Background: an optimization exercise with open tools, aiming at small area. Do not read the settings as production practice.
The RTL was checked by simulation tests, not by an equivalence proof against the original design.

==> design/flow/design.v <==
package router_pkg;
   localparam int NUM_PORTS = 5;
   localparam int PORT_IDX_WIDTH = $clog2(NUM_PORTS);
   typedef logic [PORT_IDX_WIDTH-1:0] port_idx_t;
   typedef logic [NUM_PORTS-1:0] port_vec_t;
   localparam port_idx_t PORT_XNEG = 3'd0;
   localparam port_idx_t PORT_XPOS = 3'd1;
   localparam port_idx_t PORT_YNEG = 3'd2;
   localparam port_idx_t PORT_YPOS = 3'd3;
   localparam port_idx_t PORT_LOCAL = 3'd4;
endpackage
module input_port
  #(parameter int flit_data_width = 32,
    parameter int buffer_size = 4,
    parameter int dim_addr_width = 2)
   (input  logic                       clk,
    input  logic                       rst,
    input  logic [dim_addr_width-1:0]  router_x,
    input  logic [dim_addr_width-1:0]  router_y,
    input  logic                       in_valid,
    input  logic                       in_head,
    input  logic                       in_tail,
    input  logic [flit_data_width-1:0] in_data,
    input  logic                       grant,
    output router_pkg::port_vec_t      request,
    output logic                       head_flit,
    output logic                       tail_flit,
    output logic [flit_data_width-1:0] flit_data,
    output logic                       credit_out);
   localparam int router_addr_width = 2 * dim_addr_width;
   localparam int ptr_width = (buffer_size > 1) ? $clog2(buffer_size) : 1;
   localparam int cnt_width = $clog2(buffer_size + 1);
   logic [flit_data_width-1:0] data_mem [buffer_size];
   logic [buffer_size-1:0]     head_mem;
   logic [buffer_size-1:0]     tail_mem;
   logic [ptr_width-1:0] wr_ptr;
   logic [ptr_width-1:0] rd_ptr;
   logic [cnt_width-1:0] fill;
   logic                 empty;
   logic                 full;
   logic                 deq;
   function automatic logic [ptr_width-1:0] ptr_next(input logic [ptr_width-1:0] ptr);
      if (ptr == ptr_width'(buffer_size - 1))
         ptr_next = '0;
      else
         ptr_next = ptr + 1'b1;
   endfunction
   assign empty = (fill == '0);
   assign full  = (fill == cnt_width'(buffer_size));
   assign deq = grant && !empty;
   always_ff @(posedge clk)
   begin
      if (in_valid)
      begin
         data_mem[wr_ptr] <= in_data;
         head_mem[wr_ptr] <= in_head;
         tail_mem[wr_ptr] <= in_tail;
      end
   end
   always_ff @(posedge clk)
   begin
      if (rst)
      begin
         wr_ptr <= '0;
         rd_ptr <= '0;
         fill   <= '0;
      end
      else
      begin
         if (in_valid)
            wr_ptr <= ptr_next(wr_ptr);
         if (deq)
            rd_ptr <= ptr_next(rd_ptr);
         if (in_valid && !deq)
            fill <= fill + 1'b1;
         else if (!in_valid && deq)
            fill <= fill - 1'b1;
      end
   end
   assign flit_data = data_mem[rd_ptr];
   assign head_flit = !empty && head_mem[rd_ptr];
   assign tail_flit = !empty && tail_mem[rd_ptr];
   logic [router_addr_width-1:0] dest_addr;
   logic [dim_addr_width-1:0]    dest_x;
   logic [dim_addr_width-1:0]    dest_y;
   router_pkg::port_vec_t                    route_calc;
   router_pkg::port_vec_t                    route_q;
   assign dest_addr = flit_data[router_addr_width-1:0];
   assign dest_x    = dest_addr[dim_addr_width-1:0];
   assign dest_y    = dest_addr[router_addr_width-1:dim_addr_width];
   always_comb
   begin
      if (dest_x > router_x)
         route_calc = router_pkg::port_vec_t'(1) << router_pkg::PORT_XPOS;
      else if (dest_x < router_x)
         route_calc = router_pkg::port_vec_t'(1) << router_pkg::PORT_XNEG;
      else if (dest_y > router_y)
         route_calc = router_pkg::port_vec_t'(1) << router_pkg::PORT_YPOS;
      else if (dest_y < router_y)
         route_calc = router_pkg::port_vec_t'(1) << router_pkg::PORT_YNEG;
      else
         route_calc = router_pkg::port_vec_t'(1) << router_pkg::PORT_LOCAL;
   end
   always_ff @(posedge clk)
   begin
      if (rst)
         route_q <= '0;
      else if (deq && head_flit)
         route_q <= route_calc;
   end
   assign request = empty ? '0 : (head_flit ? route_calc : route_q);
   always_ff @(posedge clk)
   begin
      if (rst)
         credit_out <= 1'b0;
      else
         credit_out <= deq;
   end
endmodule
module switch_alloc
   (input  logic                  clk,
    input  logic                  rst,
    input  logic [router_pkg::NUM_PORTS*router_pkg::NUM_PORTS-1:0] request,
    input  router_pkg::port_vec_t tail_flit,
    input  router_pkg::port_vec_t credit_ok,
    output router_pkg::port_vec_t grant,
    output router_pkg::port_vec_t send,
    output logic [router_pkg::NUM_PORTS*router_pkg::PORT_IDX_WIDTH-1:0] sel_input);
   router_pkg::port_idx_t rr_ptr [router_pkg::NUM_PORTS];
   router_pkg::port_vec_t lock_q;
   router_pkg::port_idx_t lock_in_q [router_pkg::NUM_PORTS];
   router_pkg::port_vec_t grant_col [router_pkg::NUM_PORTS];
   function automatic router_pkg::port_idx_t rr_next(input router_pkg::port_idx_t idx);
      if (idx == router_pkg::port_idx_t'(router_pkg::NUM_PORTS - 1))
         rr_next = '0;
      else
         rr_next = idx + 1'b1;
   endfunction
   for (genvar o = 0; o < router_pkg::NUM_PORTS; o++)
   begin : g_out
      router_pkg::port_idx_t pick;
      logic      found;
      router_pkg::port_vec_t col_req;
      router_pkg::port_idx_t sel;
      for (genvar i = 0; i < router_pkg::NUM_PORTS; i++)
      begin : g_col_req
         assign col_req[i] = request[i*router_pkg::NUM_PORTS + o];
      end
      always_comb
      begin : p_pick
         int idx;
         pick  = rr_ptr[o];
         found = 1'b0;
         for (int k = 0; k < router_pkg::NUM_PORTS; k++)
         begin
            idx = int'(rr_ptr[o]) + k;
            if (idx >= router_pkg::NUM_PORTS)
               idx = idx - router_pkg::NUM_PORTS;
            if (!found && col_req[idx])
            begin
               found = 1'b1;
               pick  = router_pkg::port_idx_t'(idx);
            end
         end
      end
      assign sel = lock_q[o] ? lock_in_q[o] : pick;
      assign sel_input[o*router_pkg::PORT_IDX_WIDTH +: router_pkg::PORT_IDX_WIDTH] = sel;
      assign send[o] = (lock_q[o] ? col_req[lock_in_q[o]] : found) && credit_ok[o];
   end
   for (genvar i = 0; i < router_pkg::NUM_PORTS; i++)
   begin : g_in
      for (genvar o = 0; o < router_pkg::NUM_PORTS; o++)
      begin : g_col
         assign grant_col[i][o] = send[o] &&
                                  (sel_input[o*router_pkg::PORT_IDX_WIDTH +: router_pkg::PORT_IDX_WIDTH] == router_pkg::port_idx_t'(i));
      end
      assign grant[i] = |grant_col[i];
   end
   always_ff @(posedge clk)
   begin
      if (rst)
      begin
         lock_q <= '0;
         for (int o = 0; o < router_pkg::NUM_PORTS; o++)
            rr_ptr[o] <= '0;
      end
      else
      begin
         for (int o = 0; o < router_pkg::NUM_PORTS; o++)
         begin
            if (send[o])
            begin
               if (tail_flit[sel_input[o*router_pkg::PORT_IDX_WIDTH +: router_pkg::PORT_IDX_WIDTH]])
               begin
                  lock_q[o] <= 1'b0;
                  rr_ptr[o] <= rr_next(sel_input[o*router_pkg::PORT_IDX_WIDTH +: router_pkg::PORT_IDX_WIDTH]);
               end
               else
                  lock_q[o] <= 1'b1;
            end
         end
      end
   end
   always_ff @(posedge clk)
   begin
      for (int o = 0; o < router_pkg::NUM_PORTS; o++)
      begin
         if (send[o] && !tail_flit[sel_input[o*router_pkg::PORT_IDX_WIDTH +: router_pkg::PORT_IDX_WIDTH]])
            lock_in_q[o] <= sel_input[o*router_pkg::PORT_IDX_WIDTH +: router_pkg::PORT_IDX_WIDTH];
      end
   end
endmodule
module output_port
  #(parameter int flit_data_width = 32,
    parameter int buffer_size = 4)
   (input  logic                       clk,
    input  logic                       rst,
    input  logic                       send,
    input  router_pkg::port_idx_t      sel_input,
    input  router_pkg::port_vec_t      head_flit,
    input  router_pkg::port_vec_t      tail_flit,
    input  logic [router_pkg::NUM_PORTS*flit_data_width-1:0] flit_data,
    input  logic                       credit_in,
    output logic                       credit_ok,
    output logic                       out_valid,
    output logic                       out_head,
    output logic                       out_tail,
    output logic [flit_data_width-1:0] out_data);
   localparam int cnt_width = $clog2(buffer_size + 1);
   always_ff @(posedge clk)
   begin
      if (rst)
      begin
         out_valid <= 1'b0;
         out_head  <= 1'b0;
         out_tail  <= 1'b0;
      end
      else
      begin
         out_valid <= send;
         out_head  <= send && head_flit[sel_input];
         out_tail  <= send && tail_flit[sel_input];
      end
   end
   always_ff @(posedge clk)
   begin
      if (send)
         out_data <= flit_data[sel_input*flit_data_width +: flit_data_width];
   end
   logic [cnt_width-1:0] credit_cnt;
   always_ff @(posedge clk)
   begin
      if (rst)
         credit_cnt <= cnt_width'(buffer_size);
      else
      begin
         case ({send, credit_in})
            2'b10:   credit_cnt <= credit_cnt - 1'b1;
            2'b01:   credit_cnt <= credit_cnt + 1'b1;
            default: credit_cnt <= credit_cnt;
         endcase
      end
   end
   assign credit_ok = (credit_cnt != '0);
endmodule
module router_top
  #(parameter int flit_data_width = 32,
    parameter int buffer_size = 4,
    parameter int dim_addr_width = 2)
   (input  logic                          clk,
    input  logic                          rst,
    input  logic [dim_addr_width-1:0]     router_x,
    input  logic [dim_addr_width-1:0]     router_y,
    input  logic [router_pkg::NUM_PORTS-1:0] in_valid,
    input  logic [router_pkg::NUM_PORTS-1:0] in_head,
    input  logic [router_pkg::NUM_PORTS-1:0] in_tail,
    input  logic [router_pkg::NUM_PORTS*flit_data_width-1:0] in_data,
    output logic [router_pkg::NUM_PORTS-1:0] credit_out,
    output logic [router_pkg::NUM_PORTS-1:0] out_valid,
    output logic [router_pkg::NUM_PORTS-1:0] out_head,
    output logic [router_pkg::NUM_PORTS-1:0] out_tail,
    output logic [router_pkg::NUM_PORTS*flit_data_width-1:0] out_data,
    input  logic [router_pkg::NUM_PORTS-1:0] credit_in);
   logic [router_pkg::NUM_PORTS*router_pkg::NUM_PORTS-1:0]       request;
   router_pkg::port_vec_t                            head_flit;
   router_pkg::port_vec_t                            tail_flit;
   logic [router_pkg::NUM_PORTS*flit_data_width-1:0] flit_data;
   router_pkg::port_vec_t                           grant;
   router_pkg::port_vec_t                           send;
   router_pkg::port_vec_t                           credit_ok;
   logic [router_pkg::NUM_PORTS*router_pkg::PORT_IDX_WIDTH-1:0] sel_input;
   for (genvar i = 0; i < router_pkg::NUM_PORTS; i++)
   begin : g_ip
      input_port
        #(.flit_data_width(flit_data_width),
          .buffer_size(buffer_size),
          .dim_addr_width(dim_addr_width))
      i_ip
        (.clk(clk),
         .rst(rst),
         .router_x(router_x),
         .router_y(router_y),
         .in_valid(in_valid[i]),
         .in_head(in_head[i]),
         .in_tail(in_tail[i]),
         .in_data(in_data[i*flit_data_width +: flit_data_width]),
         .grant(grant[i]),
         .request(request[i*router_pkg::NUM_PORTS +: router_pkg::NUM_PORTS]),
         .head_flit(head_flit[i]),
         .tail_flit(tail_flit[i]),
         .flit_data(flit_data[i*flit_data_width +: flit_data_width]),
         .credit_out(credit_out[i]));
   end
   switch_alloc i_sa
     (.clk(clk),
      .rst(rst),
      .request(request),
      .tail_flit(tail_flit),
      .credit_ok(credit_ok),
      .grant(grant),
      .send(send),
      .sel_input(sel_input));
   for (genvar o = 0; o < router_pkg::NUM_PORTS; o++)
   begin : g_op
      output_port
        #(.flit_data_width(flit_data_width),
          .buffer_size(buffer_size))
      i_op
        (.clk(clk),
         .rst(rst),
         .send(send[o]),
         .sel_input(sel_input[o*router_pkg::PORT_IDX_WIDTH +: router_pkg::PORT_IDX_WIDTH]),
         .head_flit(head_flit),
         .tail_flit(tail_flit),
         .flit_data(flit_data),
         .credit_in(credit_in[o]),
         .credit_ok(credit_ok[o]),
         .out_valid(out_valid[o]),
         .out_head(out_head[o]),
         .out_tail(out_tail[o]),
         .out_data(out_data[o*flit_data_width +: flit_data_width]));
   end
endmodule
==> design/flow/run.sh <==
#!/bin/bash
# synth_recipe.tcl (not shown) runs the flow's synth.tcl, then flattens the netlist and writes it again
# the make line also repeats each setting of config.mk as NAME=value (left out here)
make -C /OpenROAD-flow-scripts/flow DESIGN_CONFIG=/design/flow/config.mk WORK_HOME=/design/flow/orfs CLKGATE_MAP_FILE= SYNTH_SCRIPT=/design/flow/synth_recipe.tcl finish
==> design/flow/config.mk <==
export PLATFORM = sky130hd
export DESIGN_NAME = router_top
export DESIGN_NICKNAME = router_top
export VERILOG_FILES = /design/flow/design.v
export SDC_FILE = /design/flow/constraint.sdc
export NUM_CORES = 4
export LEC_CHECK = 0
export CAP_MARGIN = 20
export CORE_MARGIN = 2
export CORE_UTILIZATION = 40
export SLEW_MARGIN = 20
==> design/flow/constraint.sdc <==
create_clock -name core_clock -period 8.0 [get_ports {clk}]
set_input_delay 1.6000 -clock core_clock [delete_from_list [all_inputs] [get_ports {clk}]]
set_output_delay 1.6000 -clock core_clock [all_outputs]
set_load 0.01 [all_outputs]
==> impl_metrics.toml <==
[run_status]
outcome = "finished clean"

[sta]
timing.fmax_mhz = 136
final-setup-viol-count = 0
slew_headroom_pct = 24.1
fin_crit_ps = 7370
grt_setup_unrepaired = "false"
finalHoldViolCount = 0
fin_tns_setup_ps = 0
slew_violations = 0
period_share_pct = 92.1
tightest_slew_ps = 1140
finClkSkew_ps = 69.6

[critical_path]
startpoint = "router_y[1]"
end_kind = "register"
critical-path-top-delay-family = "compound AO/OA/AOI/OAI gates"
crit_buf_inv = 7
cp_slowest_cell = "a2111oi_0"
crit_fanout = 6
cpMostUsedCell = "ha_1"
timing_worst_setup_path_type = "primary input to register"
rr_endpoint = "g_ip[3].i_ip.fill[2]$_SDFFE_PP0P_"
max_stage_delay_ps = 640
r2r_cells = 26
rrSetupSlack_ps = 710
critPathArrivalTime_ps = 8010
cp-start-kind = "primary input"
crit_required_ps = 8640

[global_route]
grt_pass1_vias = 34300
grt_start_max_net_pins = 77
grt_pass1_wl_um = 249000
antenna_found_initial = 25
grtUsageTotal_pct = 26.3
grt-ovfl-total = 0

[placement]
port_buffers = 365
gp_congestion = 0.984
dp.cells = 5752
placed_cell_area_um2 = 56800
dpl.hpwl_um = 124000

[finish]
layout.nets = 4576
postLayoutCellArea_um2 = 60300
fill_cells = 10900
instances_no_fill = 5951
synthToLayoutAreaGrowth_pct = 18.9
layout-drive-gt1-share_pct = 15.6
multi_input_area_um2 = 21000
layout_commonest_cell = "edfxtp_1"
seq_area_um2 = 28200
layout_common_cells = "edfxtp_1, clkdlybuf4s50_1, nand2_1, mux2i_1, mux4_2"

[flow_run]
cap_violations = 0

[drt]
firstDrtPassIters = 8
drt-initial-drc-count = 3978
viasPerCell = 6.01
wirelength_um = 174000
route.detailed.drc = 0
vias = 35800
routedWlPerCell_um = 29.2
postRouteAntennaNets = 0

[yosys]
postSynthAreaPerCell_um2 = 13.3
synth_fp_nets = 4172
synthArstFlopShare_pct = 0
ys_types = 97
seq_area_frac_synth_pct = 55.5
yosys_most_used_dff = "edfxtp_1"
syn-cell-area_um2 = 50700
synth_edf_count = 855
synth-seq-cells = 980
syn_inst = 3805
yosysWarningCount = 6

[floorplan]
dieArea_um2 = 130000
start_util_pct = 40.4
rows = 130
fp.coreArea_um2 = 126000
io_pins = 366
dieWidth_um = 360
die_y_um = 360

[clocking]
cts_sinks = 980
cts_htree_levels = 3
cts_tree = "done"
ctsHoldBuffers = 0
cts_resized = 0
numCtsBuffers = 104
root_buffer = "clkbuf_16"
clk_latency_ps = 760
cts.path.max_buffers = 3
cts.reportedPaths.clkPinSlew_ps = 60
cts_setup_buffers = 0

[min_path]
hold_end = "g_ip[1].i_ip.route_q[1]$_SDFFE_PP0P_"
hp-class = "register to register"
worstHoldStart = "g_ip[1].i_ip.route_q[1]$_SDFFE_PP0P_"
min_path_cells = 2
per-layer routing:
layer  global-route usage [%]  wire length, um  up-vias
li1                         -                -    15700
met1                     34.7            68600    18000
met2                     41.8            81000     1760
met3                     5.79            16200      313
met4                     11.1             7840       28
met5                        0              171        -
state kept, by name, summed over array words and instances, names as in the netlist, 15 cells and up, named ones only:
name and count:
g_ip.i_ip.data_mem 640, g_op.i_op.out_data 160, g_ip.i_ip.route_q 25, g_ip.i_ip.head_mem 20, g_ip.i_ip.tail_mem 20, g_ip.i_ip.fill 15
g_op.i_op.credit_cnt 15, i_sa.lock_in_q 15, i_sa.rr_ptr 15
cell type report:
type / count / area share (%)
diodes: 4 / 0.0166
clock buffers: 120 / 4.45
clock inverters: 74 / 1.40
inverters: 174 / 1.08
multi-input cells: 2422 / 34.8
flip-flops and latches: 980 / 46.7
well taps: 1650 / 3.42
repair buffers: 527 / 8.11
through the flow:
step           utilization, %  setup WS [ps]  hold slack, ps
3_3_place_gp             45.2           9.10             442
2_1_floorplan               -            656             434
5_1_grt                  48.0            230             483
4_1_cts                  48.0            712             457
3_5_place_dp             45.2           1.83             448
6_report                 48.0            634             462
synth_stat cells (12+ instances only):
master | instances | area share [%]
mux2i_1 | 285 | 5.6
o211ai_1 | 33 | 0.49
nor2_1 | 167 | 1.2
buf_4 | 22 | 0.33
nor3b_1 | 15 | 0.22
ha_1 | 166 | 4.1
a21o_1 | 14 | 0.21
dfxtp_1 | 125 | 4.9
nor2b_1 | 24 | 0.30
mux4_2 | 209 | 9.3
xnor2_1 | 24 | 0.41
a21oi_1 | 107 | 1.1
buf_1 | 21 | 0.16
a32o_1 | 107 | 2.1
o21ai_0 | 123 | 1.2
edfxtp_1 | 855 | 51
o32ai_1 | 15 | 0.26
a211oi_1 | 33 | 0.49
o21a_1 | 13 | 0.19
or3_1 | 31 | 0.38
and2_1 | 55 | 0.68
nand3b_1 | 12 | 0.18
and3_1 | 13 | 0.16
mux2_2 | 42 | 0.93
buf_2 | 45 | 0.44
inv_1 | 158 | 1.2
clkbuf_1 | 140 | 1.0
o22ai_1 | 39 | 0.48
fa_1 | 15 | 0.59
nand2b_1 | 49 | 0.60
nand2_1 | 360 | 2.7
o31ai_1 | 19 | 0.28
a32oi_1 | 13 | 0.22
a22o_1 | 70 | 1.2
a221oi_1 | 15 | 0.26
a31oi_1 | 20 | 0.25
nand3_1 | 61 | 0.60
nor3_1 | 48 | 0.47
xor2_1 | 23 | 0.40
kinds of logic after synthesis:
family	share of synthesized area [%]
DFF	55.5
and+or+nand+nor	8.38
AOI/OAI and AO/OA	11.5
muxes	15.9
buffers and inverters	3.27
adders and majority gates	4.68
xor gates and xnor gates	0.811
worst max-delay path by stage:
stage / endpoint / slack, ps / cells after the start
after detailed placement: g_ip[3].i_ip.fill[2]$_SDFFE_PP0P_ / 2 / 27
after global placement: g_ip[3].i_ip.fill[2]$_SDFFE_PP0P_ / 9 / 27
final: g_ip[3].i_ip.fill[2]$_SDFFE_PP0P_ / 630 / 27
after CTS: g_ip[3].i_ip.fill[2]$_SDFFE_PP0P_ / 710 / 27
after global routing: g_ip[3].i_ip.fill[2]$_SDFFE_PP0P_ / 230 / 27
after floorplan: g_ip[3].i_ip.fill[2]$_SDFFE_PP0P_ / 660 / 29
tightest hold or removal path: stages, from the launching register on:
cell and delay (ps):
dfxtp_1 310, inv_1 50, o32ai_1 60

==> port drivers added, routing unchanged <==
No port has a modelled driver above. Below, the same layout with a new extraction and two added sets of constraints. Step 1 (the two cells are an assumption about what drives the block):
set clk [get_ports {clk}]
set_driving_cell -lib_cell sky130_fd_sc_hd__clkbuf_16 $clk
set_driving_cell -lib_cell sky130_fd_sc_hd__buf_2 [delete_from_list [all_inputs] $clk]
Step 2 times the ports against the registers' clock, not the clock port: input delays grow and output delays shrink by t, the midpoint of the rising clock arrivals with the driver on. Three values: ideal, step 1, step 2; two values: the first two.
t, ns: 0.795
setup slack, ns: 0.634 / 0.681 / -0.114
worst hold slack (ns): 0.462 / 0.462 / 0.462
worst data-port slew with drivers (ns): 0.17
Met with ideal ports but missed after step 2: setup timing in this run. The setup slack of this run moves by +0.047 ns with the drivers and by -0.748 ns with both steps.
